From an optimization exercise on the open Yosys and OpenROAD flow, aimed at small area; shortcuts taken in it are not production practice. Function was checked by simulation only, so behaviour that the tests miss may differ from the original.

==> amber: inputs <==
==> flow/design.v <==
package bp_pkg;
  typedef logic [1:0] bp_ctr_t;
  localparam bp_ctr_t BP_SNT = 2'b00;
  localparam bp_ctr_t BP_WNT = 2'b01;
  localparam bp_ctr_t BP_WT = 2'b10;
  localparam bp_ctr_t BP_ST = 2'b11;
  localparam bp_ctr_t BP_CTR_INIT = BP_WNT;
endpackage
module bp_sat_counter (
  input  bp_pkg::bp_ctr_t i_ctr,
  input  logic            i_taken,
  output bp_pkg::bp_ctr_t o_ctr
);
  always_comb o_ctr = i_taken ? ((i_ctr == bp_pkg::BP_ST) ? bp_pkg::BP_ST : i_ctr + 2'd1)
                              : ((i_ctr == bp_pkg::BP_SNT) ? bp_pkg::BP_SNT : i_ctr - 2'd1);
endmodule
module branch_predictor #(
  parameter int INDEX_BITS = 6,
  parameter int XLEN = 32
) (
  input  logic            clk,
  input  logic            rst,
  input  logic [XLEN-1:0] fetch_pc,
  output logic            prediction,
  output logic [XLEN-1:0] pred_target,
  input  logic            upd_valid,
  input  logic [XLEN-1:0] upd_pc,
  input  logic            upd_taken,
  input  logic [XLEN-1:0] upd_target,
  input  logic            upd_mispredict
);
  localparam int N = 1 << INDEX_BITS;
  localparam int TW = XLEN - INDEX_BITS - 2;
  bp_pkg::bp_ctr_t r_ctr [N];
  logic [N-1:0] r_valid;
  logic [TW-1:0] r_tag [N];
  logic [XLEN-1:0] r_target [N];
  logic [INDEX_BITS-1:0] w_fidx, w_uidx;
  logic w_fhit, w_uhit, w_unused;
  bp_pkg::bp_ctr_t w_ctr_inc, w_ctr_new;
  assign w_fidx = fetch_pc[INDEX_BITS+1:2];
  assign w_uidx = upd_pc[INDEX_BITS+1:2];
  assign w_fhit = r_valid[w_fidx] && (r_tag[w_fidx] == fetch_pc[XLEN-1:INDEX_BITS+2]);
  assign w_uhit = r_valid[w_uidx] && (r_tag[w_uidx] == upd_pc[XLEN-1:INDEX_BITS+2]);
  assign prediction = r_ctr[w_fidx][1] && w_fhit;
  assign pred_target = prediction ? r_target[w_fidx] : '0;
  assign w_unused = ^{fetch_pc[1:0], upd_pc[1:0], upd_mispredict};
  bp_sat_counter u_ctr (
    .i_ctr  (r_ctr[w_uidx]),
    .i_taken(upd_taken),
    .o_ctr  (w_ctr_inc)
  );
  assign w_ctr_new = (upd_taken && !w_uhit) ? bp_pkg::BP_WT : w_ctr_inc;
  always_ff @(posedge clk or posedge rst)
    if (rst) begin
      for (int k = 0; k < N; k++) r_ctr[k] <= bp_pkg::BP_CTR_INIT;
      r_valid <= '0;
    end else if (upd_valid) begin
      r_ctr[w_uidx] <= w_ctr_new;
      if (upd_taken) r_valid[w_uidx] <= 1'b1;
    end
  always_ff @(posedge clk)
    if (!rst && upd_valid && upd_taken) begin
      r_tag[w_uidx] <= upd_pc[XLEN-1:INDEX_BITS+2];
      r_target[w_uidx] <= upd_target;
    end
endmodule
==> flow/run.sh <==
#!/bin/bash
# synth_recipe.tcl (not shown) runs the flow's synth.tcl, then flattens the netlist and writes it again
# the make line also repeats each setting of config.mk as NAME=value (left out here)
make -C /OpenROAD-flow-scripts/flow DESIGN_CONFIG=/design/flow/config.mk WORK_HOME=/design/flow/orfs CLKGATE_MAP_FILE= SYNTH_SCRIPT=/design/flow/synth_recipe.tcl finish
==> flow/config.mk <==
export PLATFORM = sky130hd
export DESIGN_NAME = branch_predictor
export DESIGN_NICKNAME = branch_predictor
export VERILOG_FILES = /design/flow/design.v
export SDC_FILE = /design/flow/constraint.sdc
export NUM_CORES = 4
export LEC_CHECK = 0
export CAP_MARGIN = 20
export CORE_MARGIN = 2
export CORE_UTILIZATION = 30
export PLACE_DENSITY = 0.5
export SLEW_MARGIN = 20
==> flow/constraint.sdc <==
create_clock -name core_clock -period 12.0 [get_ports {clk}]
set_input_delay 2.4000 -clock core_clock [delete_from_list [all_inputs] [get_ports {clk}]]
set_output_delay 2.4000 -clock core_clock [all_outputs]
set_load 0.01 [all_outputs]
==> raven (differences from amber) <==
==> flow/design.v, changed modules only <==
module bp_aoi222 (
  input  logic a0, s0, a1, s1, a2, s2,
  output logic y
);
  assign y = ~((a0 & s0) | (a1 & s1) | (a2 & s2));
endmodule
module bp_sel64 #(
  parameter bit GATED = 1'b0
) (
  input  logic [63:0] d,
  input  logic [63:0] s,
  input  logic        g,
  output logic        y
);
  logic [21:0] w_n;
  for (genvar k = 0; k < 21; k++) begin : g_aoi
    bp_aoi222 u_aoi (
      .a0(d[3*k]), .s0(s[3*k]), .a1(d[3*k+1]), .s1(s[3*k+1]),
      .a2(d[3*k+2]), .s2(s[3*k+2]), .y(w_n[k])
    );
  end
  assign w_n[21] = ~(d[63] & s[63]);
  assign y = (GATED ? g : 1'b1) & ~&w_n;
endmodule
module bp_and2 (
  input  logic a, b,
  output logic y
);
  assign y = a & b;
endmodule
module bp_entry_ctl (
  input  logic fa, fb, ua, ub, ubt,
  input  logic v,
  output logic fsel, usel, uwr, v_d
);
  bp_and2 u_fsel (.a(fa), .b(fb), .y(fsel));
  bp_and2 u_usel (.a(ua), .b(ub), .y(usel));
  bp_and2 u_uwr (.a(ua), .b(ubt), .y(uwr));
  assign v_d = v | uwr;
endmodule
module branch_predictor #(
  parameter int INDEX_BITS = 6,
  parameter int XLEN = 32
) (
  input  logic            clk,
  input  logic            rst,
  input  logic [XLEN-1:0] fetch_pc,
  output logic            prediction,
  output logic [XLEN-1:0] pred_target,
  input  logic            upd_valid,
  input  logic [XLEN-1:0] upd_pc,
  input  logic            upd_taken,
  input  logic [XLEN-1:0] upd_target,
  input  logic            upd_mispredict
);
  localparam int N = 64;
  localparam int TW = XLEN - 8;
  logic [N-1:0] r_valid, r_hi, r_lo;
  logic [TW-1:0] r_tag [N];
  logic [XLEN-1:0] r_target [N];
  logic [N-1:0] w_fsel, w_usel, w_uwr, w_v_d;
  logic [7:0] w_fa, w_fb, w_ua, w_ub, w_ubt;
  logic [TW-1:0] w_ftag, w_utag;
  logic w_fhi, w_fvalid, w_uvalid, w_uhi, w_ulo, w_uhit, w_unused;
  bp_pkg::bp_ctr_t w_ctr_inc, w_ctr_new;
  always_comb
    for (int k = 0; k < 8; k++) begin
      w_fa[k] = (fetch_pc[4:2] == k[2:0]);
      w_fb[k] = (fetch_pc[7:5] == k[2:0]);
      w_ua[k] = (upd_pc[4:2] == k[2:0]);
      w_ub[k] = upd_valid && upd_pc[7:5] == k[2:0];
      w_ubt[k] = upd_valid && upd_taken && upd_pc[7:5] == k[2:0];
    end
  for (genvar i = 0; i < N; i++) begin : g_ent
    bp_entry_ctl u_ctl (
      .fa(w_fa[i%8]), .fb(w_fb[i/8]),
      .ua(w_ua[i%8]), .ub(w_ub[i/8]), .ubt(w_ubt[i/8]),
      .v(r_valid[i]),
      .fsel(w_fsel[i]), .usel(w_usel[i]), .uwr(w_uwr[i]),
      .v_d(w_v_d[i])
    );
  end
  for (genvar b = 0; b < TW; b++) begin : g_tag
    logic [N-1:0] w_col;
    for (genvar i = 0; i < N; i++) begin : g_col
      assign w_col[i] = r_tag[i][b];
    end
    bp_sel64 u_fsel (.d(w_col), .s(w_fsel), .g(1'b1), .y(w_ftag[b]));
    bp_sel64 u_usel (.d(w_col), .s(w_usel), .g(1'b1), .y(w_utag[b]));
  end
  bp_sel64 u_fhi (.d(r_hi), .s(w_fsel), .g(1'b1), .y(w_fhi));
  bp_sel64 u_fvalid (.d(r_valid), .s(w_fsel), .g(1'b1), .y(w_fvalid));
  bp_sel64 u_uvalid (.d(r_valid), .s(w_usel), .g(1'b1), .y(w_uvalid));
  bp_sel64 u_uhi (.d(r_hi), .s(w_usel), .g(1'b1), .y(w_uhi));
  bp_sel64 u_ulo (.d(r_lo), .s(w_usel), .g(1'b1), .y(w_ulo));
  assign prediction = w_fvalid && w_fhi && (w_ftag == fetch_pc[XLEN-1:8]);
  for (genvar b = 0; b < XLEN; b++) begin : g_tgt
    logic [N-1:0] w_col;
    for (genvar i = 0; i < N; i++) begin : g_col
      assign w_col[i] = r_target[i][b];
    end
    bp_sel64 #(.GATED(1'b1)) u_fsel (.d(w_col), .s(w_fsel), .g(prediction), .y(pred_target[b]));
  end
  assign w_uhit = w_uvalid && (w_utag == upd_pc[XLEN-1:8]);
  assign w_unused = ^{fetch_pc[1:0], upd_pc[1:0], upd_mispredict};
  bp_sat_counter u_ctr (
    .i_ctr  ({w_uhi, w_ulo}),
    .i_taken(upd_taken),
    .o_ctr  (w_ctr_inc)
  );
  assign w_ctr_new = (upd_taken && !w_uhit) ? bp_pkg::BP_WT : w_ctr_inc;
  always_ff @(posedge clk or posedge rst)
    if (rst) r_valid <= '0;
    else r_valid <= w_v_d;
  always_ff @(posedge clk)
    for (int i = 0; i < N; i++) begin
      if (w_usel[i]) begin
        r_hi[i] <= w_ctr_new[1];
        r_lo[i] <= w_ctr_new[0];
      end
      if (w_uwr[i]) begin
        r_tag[i] <= upd_pc[XLEN-1:8];
        r_target[i] <= upd_target;
      end
    end
endmodule
==> flow/flow/run.sh (new file) <==
#!/bin/bash
# Standard ORFS layout (the standard.sh, unchanged synthesis) with two
# changes: ports are buffered with the smallest buffer, and clock tree
# synthesis uses clkbuf_8 clusters of 15 sinks without dummy loads.
set -euo pipefail
cd "$(dirname "$0")/.."
export BUFFER_PORTS_ARGS="-buffer_cell sky130_fd_sc_hd__buf_1"
export CTS_ARGS="-sink_clustering_enable -repair_clock_nets -sink_clustering_size 15 -sink_clustering_max_diameter 60 -buf_list sky130_fd_sc_hd__clkbuf_8 -dont_use_dummy_load"
bash standard.sh finish > standard.log 2>&1
==> flow/standard.sh (new file) <==
#!/bin/bash
# synth_recipe.tcl (not shown) runs the flow's synth.tcl, then flattens the netlist and writes it again
# the make line also repeats each setting of config.mk as NAME=value (left out here)
make -C /OpenROAD-flow-scripts/flow DESIGN_CONFIG=/design/flow/config.mk WORK_HOME=/design/flow/orfs CLKGATE_MAP_FILE= SYNTH_SCRIPT=/design/flow/synth_recipe.tcl "${@:-finish}"
Settings changed: CORE_UTILIZATION 30 to 45, PLACE_DENSITY 0.5 to 0.6, SYNTH_HIERARCHICAL from default to 1.
removed: flow/run.sh
==> tundra (differences from amber) <==
==> flow/design.v, changed modules only <==
module bp_aoi222 (
  input  logic a0, s0, a1, s1, a2, s2,
  output logic y
);
  assign y = ~((a0 & s0) | (a1 & s1) | (a2 & s2));
endmodule
module bp_sel64 (
  input  logic [63:0] d,
  input  logic [63:0] s,
  output logic        y
);
  logic [21:0] w_n;
  for (genvar g = 0; g < 21; g++) begin : g_aoi
    bp_aoi222 u_aoi (
      .a0(d[3*g]), .s0(s[3*g]), .a1(d[3*g+1]), .s1(s[3*g+1]),
      .a2(d[3*g+2]), .s2(s[3*g+2]), .y(w_n[g])
    );
  end
  assign w_n[21] = ~(d[63] & s[63]);
  assign y = ~&w_n;
endmodule
module branch_predictor #(
  parameter int INDEX_BITS = 6,
  parameter int XLEN = 32
) (
  input  logic            clk,
  input  logic            rst,
  input  logic [XLEN-1:0] fetch_pc,
  output logic            prediction,
  output logic [XLEN-1:0] pred_target,
  input  logic            upd_valid,
  input  logic [XLEN-1:0] upd_pc,
  input  logic            upd_taken,
  input  logic [XLEN-1:0] upd_target,
  input  logic            upd_mispredict
);
  localparam int N = 1 << INDEX_BITS;
  localparam int TW = XLEN - INDEX_BITS - 2;
  logic [N-1:0] r_valid, r_hi, r_lo;
  logic [TW-1:0] r_tag [N];
  logic [XLEN-1:0] r_target [N];
  logic [N-1:0] w_fsel, w_usel, w_uwr;
  logic [TW-1:0] w_ftag, w_utag;
  logic [XLEN-1:0] w_ftgt;
  logic w_fhi, w_uvalid, w_uhi, w_ulo, w_uhit, w_unused;
  bp_pkg::bp_ctr_t w_ctr_inc, w_ctr_new;
  always_comb
    for (int i = 0; i < N; i++) begin
      w_fsel[i] = (fetch_pc[INDEX_BITS+1:2] == i[INDEX_BITS-1:0]);
      w_usel[i] = upd_valid && (upd_pc[INDEX_BITS+1:2] == i[INDEX_BITS-1:0]);
      w_uwr[i] = w_usel[i] && upd_taken;
    end
  for (genvar b = 0; b < TW; b++) begin : g_tag
    logic [N-1:0] w_col;
    for (genvar i = 0; i < N; i++) begin : g_col
      assign w_col[i] = r_tag[i][b];
    end
    bp_sel64 u_fsel (.d(w_col), .s(w_fsel), .y(w_ftag[b]));
    bp_sel64 u_usel (.d(w_col), .s(w_usel), .y(w_utag[b]));
  end
  for (genvar b = 0; b < XLEN; b++) begin : g_tgt
    logic [N-1:0] w_col;
    for (genvar i = 0; i < N; i++) begin : g_col
      assign w_col[i] = r_target[i][b];
    end
    bp_sel64 u_fsel (.d(w_col), .s(w_fsel), .y(w_ftgt[b]));
  end
  bp_sel64 u_fhi (.d(r_hi), .s(w_fsel), .y(w_fhi));
  bp_sel64 u_uvalid (.d(r_valid), .s(w_usel), .y(w_uvalid));
  bp_sel64 u_uhi (.d(r_hi), .s(w_usel), .y(w_uhi));
  bp_sel64 u_ulo (.d(r_lo), .s(w_usel), .y(w_ulo));
  assign prediction = w_fhi && (w_ftag == fetch_pc[XLEN-1:INDEX_BITS+2]);
  assign pred_target = prediction ? w_ftgt : '0;
  assign w_uhit = w_uvalid && (w_utag == upd_pc[XLEN-1:INDEX_BITS+2]);
  assign w_unused = ^{fetch_pc[1:0], upd_pc[1:0], upd_mispredict};
  bp_sat_counter u_ctr (
    .i_ctr  ({w_uhi, w_ulo}),
    .i_taken(upd_taken),
    .o_ctr  (w_ctr_inc)
  );
  assign w_ctr_new = (upd_taken && !w_uhit) ? bp_pkg::BP_WT : w_ctr_inc;
  always_ff @(posedge clk or posedge rst)
    if (rst) begin
      r_valid <= '0;
      r_hi <= '0;
    end else
      for (int i = 0; i < N; i++) begin
        if (w_usel[i]) r_hi[i] <= w_ctr_new[1];
        if (w_uwr[i]) r_valid[i] <= 1'b1;
      end
  always_ff @(posedge clk)
    if (!rst)
      for (int i = 0; i < N; i++) begin
        if (w_usel[i]) r_lo[i] <= w_ctr_new[0];
        if (w_uwr[i]) begin
          r_tag[i] <= upd_pc[XLEN-1:INDEX_BITS+2];
          r_target[i] <= upd_target;
        end
      end
endmodule
Settings changed: CORE_UTILIZATION 30 to 55, PLACE_DENSITY 0.5 to 0.65, SYNTH_HIERARCHICAL from default to 1.
==> qor summary <==
| metric | amber | raven | tundra |
|---|---|---|---|
| Result of the run | no timing/DRC/antenna violations | no timing/DRC/antenna violations | no timing/DRC/antenna violations |
| Part of the Yosys area used for sequential elements | 0.692 | - | 0.808 |
| Share of synthesized area spent on multiplexers | 0.219 | - | 0.00459 |
| Final standard cell count with taps included and fillers excluded | 15,800 | 11,500 | 11,600 |
| Fraction of the mapped netlist area in compound gates | 0.0375 | - | 0.137 |
| Capturing instance or port of the critical path | pred_target[19] | pred_target[23] | pred_target[1] |
| Worst slew margin relative to its limit | 0.167 | 0.153 | 0.169 |
| Number of cell rows | 270 | 203 | 184 |
| Area of combinational cells with multiple inputs | 47,300 µm² | 25,200 µm² | 27,100 µm² |
| Number of cells on the worst reg-to-reg path | 9 | 8 | 9 |
| Dominant cell type by area after synthesis | sky130_fd_sc_hd__edfxtp_1 | - | sky130_fd_sc_hd__edfxtp_1 |
| Number of multi-input logic gates | 3,589 | 2,927 | 3,185 |
| Total via count in the routed design | 92,400 | 85,500 | 91,600 |
| Dominant synthesized flop cell | sky130_fd_sc_hd__edfxtp_1 | - | sky130_fd_sc_hd__edfxtp_1 |
| Drt initial violations | 13,900 | 21,500 | 23,000 |
| Distinct cell type count of the synthesized netlist | 94 | - | 40 |
| Terminating pin of the worst hold path | r_valid[36] | r_valid[29] | r_valid[63] |
| CTS clk-pin slew, worst paths | 0.06 ns | 0.05 ns | 0.05 ns |
| Post-Place Cell Area | 173,000 µm² | 146,000 µm² | 148,000 µm² |
| Number of buffers added by the clock tree synthesis step | 397 | 298 | 377 |
| Number of inserted filler cells in the final layout | 50,200 | 25,000 | 17,400 |
| Minimum setup slack after placement | 1.17 ns | 1.39 ns | 0.841 ns |

what the ideal ports hide:
No port has a modelled driver above. Below, the same layouts with a new extraction and two added sets of constraints. Step 1: set_driving_cell puts a clkbuf_16 on clk and a buf_2 on each other input, an assumption about the parent block. Step 2 times the ports against the registers' clock, not the clock port: input delays grow and output delays shrink by t, the midpoint of the rising clock arrivals with the driver on. Slacks: no drivers / after step 1 / after step 2; pairs: no drivers / after step 1.
run	shift t [ns]	setup slack, ns	clock arrival spread, ns
amber	1.096	0.980 / 0.863 / 0.863	0.102 / 0.102
raven	1.059	1.186 / 0.963 / 0.963	0.100 / 0.101
tundra	1.058	0.322 / 0.299 / 0.299	0.055 / 0.055
After both steps every run listed still meets setup and hold. The setup slack of raven, which loses most, moves by -0.223 ns with the drivers and by -0.223 ns with both steps.
